Background: an optimization exercise with open tools, aiming at small area, a short achievable clock period and few clock cycles per item. Do not read the settings as production practice. In this exercise RTL edits were held to simulation tests only and were not proved equivalent to the original. Power and IR drop assume default switching activity.

## flow/design.v (module list and top-level ports; edited modules follow where they fit)
// module fp_mul_mult: 945 lines
// module fp_mul_sched: 118 lines
// module fp_mul_sched_top: 29 lines
module fp_mul_sched_top (
    input  logic         clk,
    input  logic         reset_n,
    input  logic [3:0]   req_valid,
    input  logic [127:0] req_x,
    input  logic [127:0] req_y,
    output logic [3:0]   req_ready,
    output logic         res_valid,
    input  logic         res_ready,
    output logic [1:0]   res_id,
    output logic [31:0]  res_data,
    output logic [4:0]   res_flags,
    output logic         busy
);
  // ...
==> flow/run.sh <==
#!/bin/bash
# synth_recipe.tcl (not shown) runs the flow's synth.tcl, then flattens the netlist and writes it again
# the make line also repeats each setting of config.mk as NAME=value (left out here)
make -C /OpenROAD-flow-scripts/flow DESIGN_CONFIG=/design/flow/config.mk WORK_HOME=/design/flow/orfs CLKGATE_MAP_FILE= SYNTH_SCRIPT=/design/flow/synth_recipe.tcl finish
==> flow/config.mk <==
export PLATFORM = sky130hd
export DESIGN_NAME = fp_mul_sched_top
export DESIGN_NICKNAME = fp_mul_sched_top
export VERILOG_FILES = /design/flow/design.v
export SDC_FILE = /design/flow/constraint.sdc
export NUM_CORES = 4
export LEC_CHECK = 0
export CAP_MARGIN = 20
export CORE_MARGIN = 2
export CORE_UTILIZATION = 40
export SLEW_MARGIN = 20
==> flow/constraint.sdc <==
create_clock -name core_clock -period 10.5 [get_ports {clk}]
set_input_delay 2.1000 -clock core_clock [delete_from_list [all_inputs] [get_ports {clk}]]
set_output_delay 2.1000 -clock core_clock [all_outputs]
set_load 0.01 [all_outputs]
==> out/metrics.cfg, run 1 <==
[floorplanning]
die-height_um = 250
io_pins = 308

[run_status]
status = no timing/DRC/antenna violations

[critical_path]
start_kind = flip-flop
cp_slowest_cell = clkdlybuf4s50_1
crit_path_cell_trace = fa_1, inv_1, fa_1, nand2b_1, a211o_1, a211o_1, and4_4, nor3_2, nor2_2, buf_4, inv_2, ha_1, ha_1, and3_1, nand3_1, xor2_1, o21ai_0, clkdlybuf4s50_1
endpoint = res_data[29]
slowest_delay_ns = 0.60
cp.required_ns = 8.40
reg2reg_to = u_sched.cin1_q
rrSetupSlack_ns = 3.91

[placement]
dp_slack_ns = 3.63

[global_route]
grt_util_met3 = 0.0493
busiest_layer = met2
grt_pass1_wl_um = 146000
gr-total-overflow = 0

[pwr]
total_leakage_power_nw = 11.4
clock_power_share = 0.474
pg_clk_mw = 0.632

[final_layout]
area_growth_pct = 16.4
fin_nets = 3734
multi_input_gates = 2248
buffer_area_frac = 0.130
final_core_util = 0.470
regArea_sq_mm = 0.00415

[drt]
dr.pass1.iters = 14
ant_nets = 0
met1_length_um = 39000

[timing]
rsz0062_at_grt = no
fin_skew_ns = 0.0147
max_slew_margin = 0.214
hold_slack_ns = 0.424

[clocking]
cts_root_buf = clkbuf_16
clk_pin_slew_ns = 0.07
cts_setup_buffers = 0

[synthesis]
synthTopCellsByCount = 321 x inv_1, 304 x nand2_1, 298 x nor2_1
syn-cell-area_sq_mm = 0.0243
ys_warn_count = 1
synth_top_family_by_area = compound AO/OA/AOI/OAI gates
yosysTopAreaCellShare = 0.214
async_flop_share = 0.0432

Testbench counts, summed over its fixed seeds: cycles 2,064, items 2,048.
==> run 2: changes to the inputs <==
--- a/flow/config.mk
+++ b/flow/config.mk
@@ -8,4 +8,5 @@
 export CAP_MARGIN = 20
 export CORE_MARGIN = 2
 export CORE_UTILIZATION = 40
+export SETUP_SLACK_MARGIN = 5
 export SLEW_MARGIN = 20
==> out/metrics.cfg, run 2 <==
[pwr]
p_int_mw = 1.02
p_sw_mw = 0.293
power_density_mw_per_mm2 = 42.8
seqPwrFrac = 0.454
clock_power_share = 0.466  ; -0.008
total_leakage_power_nw = 12.5  ; +10%
swShare = 0.223
finalPower_mw = 1.32
vdd_ir_drop_max_mv = 0.0944
combPwrFrac = 0.080

[synthesis]
synth_most_common_cell = inv_1
synth-seq-area-share = 0.171
syn-num-nets = 3674
synth.distinct_cells = 66
synth_xor_area_frac = 0.0289
synth_compound_area_frac = 0.285
syn_inst = 3060
avgSynthCellArea_sq_um = 7.93
synth.area.mux_share = 0.00743
yosys.area_share.simple = 0.130
yosysTopAreaCellShare = 0.214  ; unchanged
yosys.area.top_type = fa_1
synth_edf_count = 133
ys_warn_count = 1  ; unchanged
synth_flop_cell = edfxtp_1
async_flop_share = 0.0432  ; unchanged
synth_top_family_by_area = compound AO/OA/AOI/OAI gates
synthAdderAreaFrac = 0.273
syn-cell-area_sq_mm = 0.0243  ; unchanged
synthTopCellsByCount = 321 x inv_1, 304 x nand2_1, 298 x nor2_1
ys_ff_latch = 139
synth_area_leaders = fa_1 21%, edfxtp_1 16%, inv_1 5.0%

[critical_path]
rrSetupSlack_ns = 5.05  ; +1.14 ns
reg2reg_to = u_sched.cin1_q
critPathKind = flip-flop to primary output
crit_path_cell_trace = fa_2, inv_2, fa_2, nand2b_4, a211o_1, a211o_1, and4_4, o21a_4, nor2_4, inv_6, ha_4, ha_4, and3_4, nand3_2, xor2_2, o21ai_2, buf_2
r2r_start = u_sched.y0_q[7]
end_kind = primary output
slowest_delay_ns = 0.37  ; -0.23 ns
reg2regPathDepth = 18
cp.required_ns = 8.40  ; about the same
cp_num_buf_inv = 3
cp_top_family = compound AO/OA/AOI/OAI gates
cp_slowest_cell = edfxtp_1
critPathMaxFanout = 4
cp.arrival_ns = 3.84
start_kind = flip-flop
crit_start = u_sched.c1_q[0]

[placement]
place_area_sq_mm = 0.0277
dp_slack_ns = 3.55  ; -0.0773 ns
place.gp.congestion = 0.959
io_buffers = 307
hpwl_um = 69000

[clocking]
clk_path_buf_depth = 2
cts_tree = yes
clk_pin_slew_ns = 0.08  ; about the same
cts_root_buf = clkbuf_16
clk_latency_ns = 0.44
htree_levels = 4
cts.sinks = 139
cts_buffers = 17

[final_layout]
fin_nets = 3887  ; +4.1%
fillers = 5662
reg.largest.list = u_sched.x0_q (32), u_sched.y0_q (32)
mostFrequentLayoutCells = 306 x inv_1, 299 x nand2_1, 283 x nor2_1, 264 x clkdlybuf4s50_1, 254 x fa_1
stdcell_area_sq_mm = 0.0307
layout_commonest_cell = inv_1
area_growth_pct = 26.6
drive_above_1_share = 0.134

[timing]
fin_skew_ns = 0.0182  ; +0.00351 ns
max_slew_margin = 0.332  ; +0.118
setup_viol = 0
finalCritPeriodShare = 0.566
maxSlewViolCount = 0
tns_ns = 0
rsz0062_at_grt = yes
tightestPinTransition_ns = 1.00
layout_setup_ws_ns = 4.56
hold_violations = 0
fmax_ghz = 0.168
fin_crit_ns = 5.94

[drt]
dr.pass1.iters = 11  ; -3
wl_per_cell_um = 26.4
vias = 25900
via_per_inst = 6.37
ant_nets = 0  ; unchanged
wirelength_um = 107000
drt_iter0_drc = 3466
drc_errors = 0

[floorplanning]
io_pins = 308  ; unchanged
fp-row-count = 90
dieWidth_um = 250
die_area_sq_mm = 0.0626
core_sq_mm = 0.0601
initial_core_util = 0.403
die-height_um = 250  ; unchanged

[flow_run]
maxCapViolCount = 0

[global_route]
grt_pass1_vias = 24400
grt_pass1_wl_um = 154000  ; +5.4%
grt_max_degree = 120
antenna_found_initial = 1
grt_usage = 0.321
gr-total-overflow = 0  ; unchanged

[min_path]
hold_class = flip-flop to flip-flop
min_to = u_sched.id1_q[1]
min_path_cells = 0
hp-start = u_sched.id0_q[1]

[run_status]
status = no timing/DRC/antenna violations

## run 2: cell counts after synthesis
Identical to the previous run, type by type.
## run 2: metal layers
metal,part of all wire,vias to the layer above,GRT usage
li1,-,11300,-
met1,0.38,12400,0.421
met2,0.45,1826,0.514
met3,0.11,405,0.0543
met4,0.063,0,0.156
met5,0,-,0
## run 2: kinds of logic after synthesis
| group | after synthesis |
|---|---|
| and+or+nand+nor | 752 |
| DFF | 139 |
| xor gates and xnor gates | 80 |
| buffers and inverters | 673 |
| AOI/OAI and AO/OA | 1019 |
| adders and majority gates | 379 |
| muxes | 18 |
## run 2: worst max-delay path by stage
| stage | end | slack (ns) | depth (start not counted) |
|---|---|---|---|
| floorplan | req_ready[0] | 3.93 | 3 |
| global placement | res_flags[0] | 3.71 | 13 |
| detailed placement | res_flags[0] | 3.55 | 13 |
| CTS | res_data[29] | 4.50 | 17 |
| global route | res_data[29] | 4.45 | 17 |
| finish | res_data[29] | 4.56 | 17 |
## run 2: area by class of cell
| class | instances | area [sq um] | share of cell area |
|---|---|---|---|
| sequential | 139 | 4150 | 0.135 |
| inverter | 328 | 1300 | 0.0424 |
| timing repair inverter | 1 | 7.51 | 0.000244 |
| tap | 782 | 978 | 0.0318 |
| multi-input combinational | 2253 | 18200 | 0.594 |
| clock buffer | 17 | 425 | 0.0138 |
| antenna | 1 | 2.50 | 0.0000814 |
| clock inverter | 15 | 171 | 0.00558 |
| timing repair buffer | 533 | 5440 | 0.177 |
## run 2: power by group through the flow
stage / registers [mW] / logic (mW) / clock network (mW)
after floorplan: 0.610 / 0.00110 / 0
after global placement: 0.610 / 0.103 / 0
after detailed placement: 0.610 / 0.104 / 0
after CTS: 0.598 / 0.104 / 0.625
after global routing: 0.597 / 0.109 / 0.648
final: 0.598 / 0.105 / 0.613
## run 2: per-stage QoR
stage,hold WS (ns),util,std cells
after CTS,0.410,0.490,4001
after floorplan,0.400,-,3060
after global routing,0.427,0.511,4068
after global placement,0.405,0.461,3887
after detailed placement,0.405,0.461,3887
final,0.420,0.511,4069
## run 2: repair_timing
action                                 in CTS  in global routing
gates resized for setup                   297                136
cloned                                      9                 15
hold buffers                                0                  0
endpoints found under the hold margin       0                  0
pin swaps                                  41                 27
setup buffers                              73                 51
setup endpoints to repair                  39                 39
==> run 3: changes to the inputs <==
--- a/flow/config.mk
+++ b/flow/config.mk
@@ -5,6 +5,7 @@
 export SDC_FILE = /design/flow/constraint.sdc
 export NUM_CORES = 4
 export LEC_CHECK = 0
+export ABC_CLOCK_PERIOD_IN_PS = 4000
 export CAP_MARGIN = 20
 export CORE_MARGIN = 2
 export CORE_UTILIZATION = 40
==> out/metrics.cfg, run 3 <==
[timing]
fmax_ghz = 0.168  ; unchanged
max_slew_margin = 0.332  ; unchanged
tightestPinTransition_ns = 1.00  ; unchanged
hold_violations = 0  ; unchanged
setup_viol = 0  ; unchanged
rsz0062_at_grt = yes
maxSlewViolCount = 0  ; unchanged
fin_skew_ns = 0.0182  ; unchanged
finalCritPeriodShare = 0.566  ; unchanged
fin_crit_ns = 5.94  ; unchanged
tns_ns = 0  ; unchanged
hold_slack_ns = 0.420  ; unchanged

[pwr]
vdd_ir_drop_max_mv = 0.0944  ; unchanged
power_density_mw_per_mm2 = 42.8  ; unchanged
total_leakage_power_nw = 12.5  ; unchanged
finalPower_mw = 1.32  ; unchanged

[critical_path]
cp.arrival_ns = 3.84  ; about the same
end_kind = primary output
endpoint = res_data[29]
crit_start = u_sched.c1_q[0]
reg2regPathDepth = 18  ; unchanged
start_kind = flip-flop
cp.required_ns = 8.40  ; about the same
r2r_start = u_sched.y0_q[7]
critPathKind = flip-flop to primary output
reg2reg_to = u_sched.cin1_q
rrSetupSlack_ns = 5.05  ; about the same
critPathMaxFanout = 4  ; unchanged

[synthesis]
synth_edf_count = 133  ; unchanged
synth_flop_cell = edfxtp_1
synth-seq-area-share = 0.171  ; unchanged
yosys.area.top_type = fa_1
syn_inst = 3060  ; unchanged
synth_area_leaders = fa_1 21%, edfxtp_1 16%, inv_1 5.0%
yosysTopAreaCellShare = 0.214  ; unchanged
synthTopCellsByCount = 321 x inv_1, 304 x nand2_1, 298 x nor2_1
avgSynthCellArea_sq_um = 7.93  ; unchanged
syn-cell-area_sq_mm = 0.0243  ; unchanged
async_flop_share = 0.0432  ; unchanged
ys_warn_count = 1  ; unchanged
ys_ff_latch = 139  ; unchanged
syn-num-nets = 3674  ; unchanged
synth_most_common_cell = inv_1
synth.distinct_cells = 66  ; unchanged

[final_layout]
drive_above_1_share = 0.134  ; unchanged
area_growth_pct = 26.6  ; unchanged
layout_commonest_cell = inv_1
fin_nets = 3887  ; unchanged
reg.largest.list = u_sched.x0_q (32), u_sched.y0_q (32)
stdcell_area_sq_mm = 0.0307  ; unchanged
mostFrequentLayoutCells = 306 x inv_1, 299 x nand2_1, 283 x nor2_1, 264 x clkdlybuf4s50_1, 254 x fa_1

[drt]
via_per_inst = 6.37  ; unchanged
dr_wl_met3_um = 11800  ; unchanged
drc_errors = 0  ; unchanged
wl_met2_um = 48100  ; unchanged
top_layer_used = met4
vias = 25900  ; unchanged
wirelength_um = 107000  ; unchanged
wl_per_cell_um = 26.4  ; unchanged
ant_nets = 0  ; unchanged
met1_length_um = 40800  ; unchanged
drt_iter0_drc = 3466  ; unchanged
dr.pass1.iters = 11  ; unchanged

[global_route]
grt_max_degree = 120  ; unchanged
grt_pass1_wl_um = 154000  ; unchanged
gr-total-overflow = 0  ; unchanged
grt_pass1_vias = 24400  ; unchanged
grt_usage = 0.321  ; unchanged
antenna_found_initial = 1  ; unchanged

[clocking]
cts_root_buf = clkbuf_16
clk_path_buf_depth = 2  ; unchanged
htree_levels = 4  ; unchanged
cts_tree = yes
cts_buffers = 17  ; unchanged
ctsHoldBuffers = 0  ; unchanged
clk_pin_slew_ns = 0.08  ; about the same
cts.sinks = 139  ; unchanged
clk_latency_ns = 0.44  ; about the same

[floorplanning]
die-height_um = 250  ; unchanged
fp-row-count = 90  ; unchanged
die_area_sq_mm = 0.0626  ; unchanged
dieWidth_um = 250  ; unchanged
initial_core_util = 0.403  ; unchanged
core_sq_mm = 0.0601  ; unchanged
io_pins = 308  ; unchanged

[min_path]
hold_class = flip-flop to flip-flop

[placement]
place.gp.congestion = 0.959  ; unchanged
place_area_sq_mm = 0.0277  ; unchanged
hpwl_um = 69000  ; unchanged
io_buffers = 307  ; unchanged

[run_status]
status = no timing/DRC/antenna violations

[flow_run]
maxCapViolCount = 0  ; unchanged

-- run 3: cells by family after synthesis --
kind of cell / after synthesis / share of synthesized area
mux: 18 / 0.00743
fa+ha+maj: 379 / 0.273
flops: 139 / 0.171
buf+inv: 673 / 0.105
simple gates: 752 / 0.130
xor+xnor: 80 / 0.0289
compound gates: 1019 / 0.285
-- run 3: through the flow --
step	std cells	utilization	worst slack, ns
floorplan	3060	-	3.93
global placement	3887	0.461	3.71
detailed placement	3887	0.461	3.55
CTS	4001	0.490	4.50
global route	4068	0.511	4.45
finish	4069	0.511	4.56
-- run 3: repair_timing --
action,4_1_cts,5_1_grt
endpoints found under the setup margin,39,39
setup buffers,73,51
pin swaps,41,27
gates cloned,9,15
hold endpoints to repair,0,0
resized for setup,297,136
-- run 3: worst min path at each step --
stage                        to  depth (start not counted)             start
2_1_floorplan  u_sched.id1_q[0]                          0  u_sched.id0_q[0]
3_3_place_gp   u_sched.id1_q[1]                          0  u_sched.id0_q[1]
3_5_place_dp   u_sched.id1_q[0]                          0  u_sched.id0_q[0]
4_1_cts        u_sched.id1_q[1]                          0  u_sched.id0_q[1]
5_1_grt        u_sched.id1_q[1]                          0  u_sched.id0_q[1]
6_report       u_sched.id1_q[1]                          0  u_sched.id0_q[1]
-- run 3: critical path, cell delays in order (launching register included) --
cell,delay [ns]
edfxtp_1,0.37
fa_2,0.23
inv_2,0.04
fa_2,0.34
nand2b_4,0.15
a211o_1,0.31
a211o_1,0.35
and4_4,0.21
o21a_4,0.22
nor2_4,0.16
inv_6,0.06
ha_4,0.17
ha_4,0.16
and3_4,0.19
nand3_2,0.09
xor2_2,0.16
o21ai_2,0.07
buf_2,0.14
-- run 3: area by class of cell --
| class | instances | area (sq um) |
|---|---|---|
| fill | 5662 | 29400 |
| multi-input combinational | 2253 | 18200 |
| timing repair buffer | 533 | 5440 |
| sequential | 139 | 4150 |
| inverter | 328 | 1300 |
| tap | 782 | 978 |
| clock buffer | 17 | 425 |
| clock inverter | 15 | 171 |
| timing repair inverter | 1 | 7.51 |
| antenna | 1 | 2.50 |
-- run 3: metal layers --
layer,track usage,vias up
met5,0,-
met4,0.156,0
met3,0.0543,405
met2,0.514,1826
met1,0.421,12400
li1,-,11300
-- run 3: power breakdown --
part,internal [mW],switching [mW]
registers,0.598,0
clock network,0.340,0.273
logic,0.0850,0.0196

what the ideal ports hide:
No port has a modelled driver above. Below, the same layouts with a new extraction and two added sets of constraints. Step 1: set_driving_cell puts a clkbuf_16 on clk and a buf_2 on each other input, an assumption about the parent block. Step 2 moves the port delays by t, midway between the first and last clock arrival at a register: inputs arrive t later, outputs are due t later. That takes back most of the time a late clock gives input paths. Slacks: ideal ports / drivers / drivers and shift; pairs: ideal ports / drivers.
run	shift t [ns]	slack for setup (ns)	hold slack, ns	cell pins on the clock port's net
run 1	0.481	3.157 / 3.103 / 3.584	0.424 / 0.424 / 0.424	1
run 2	0.486	4.557 / 4.505 / 4.991	0.420 / 0.420 / 0.420	1
run 3	0.486	4.557 / 4.505 / 4.991	0.420 / 0.420 / 0.420	1
After both steps every run listed still meets setup and hold.
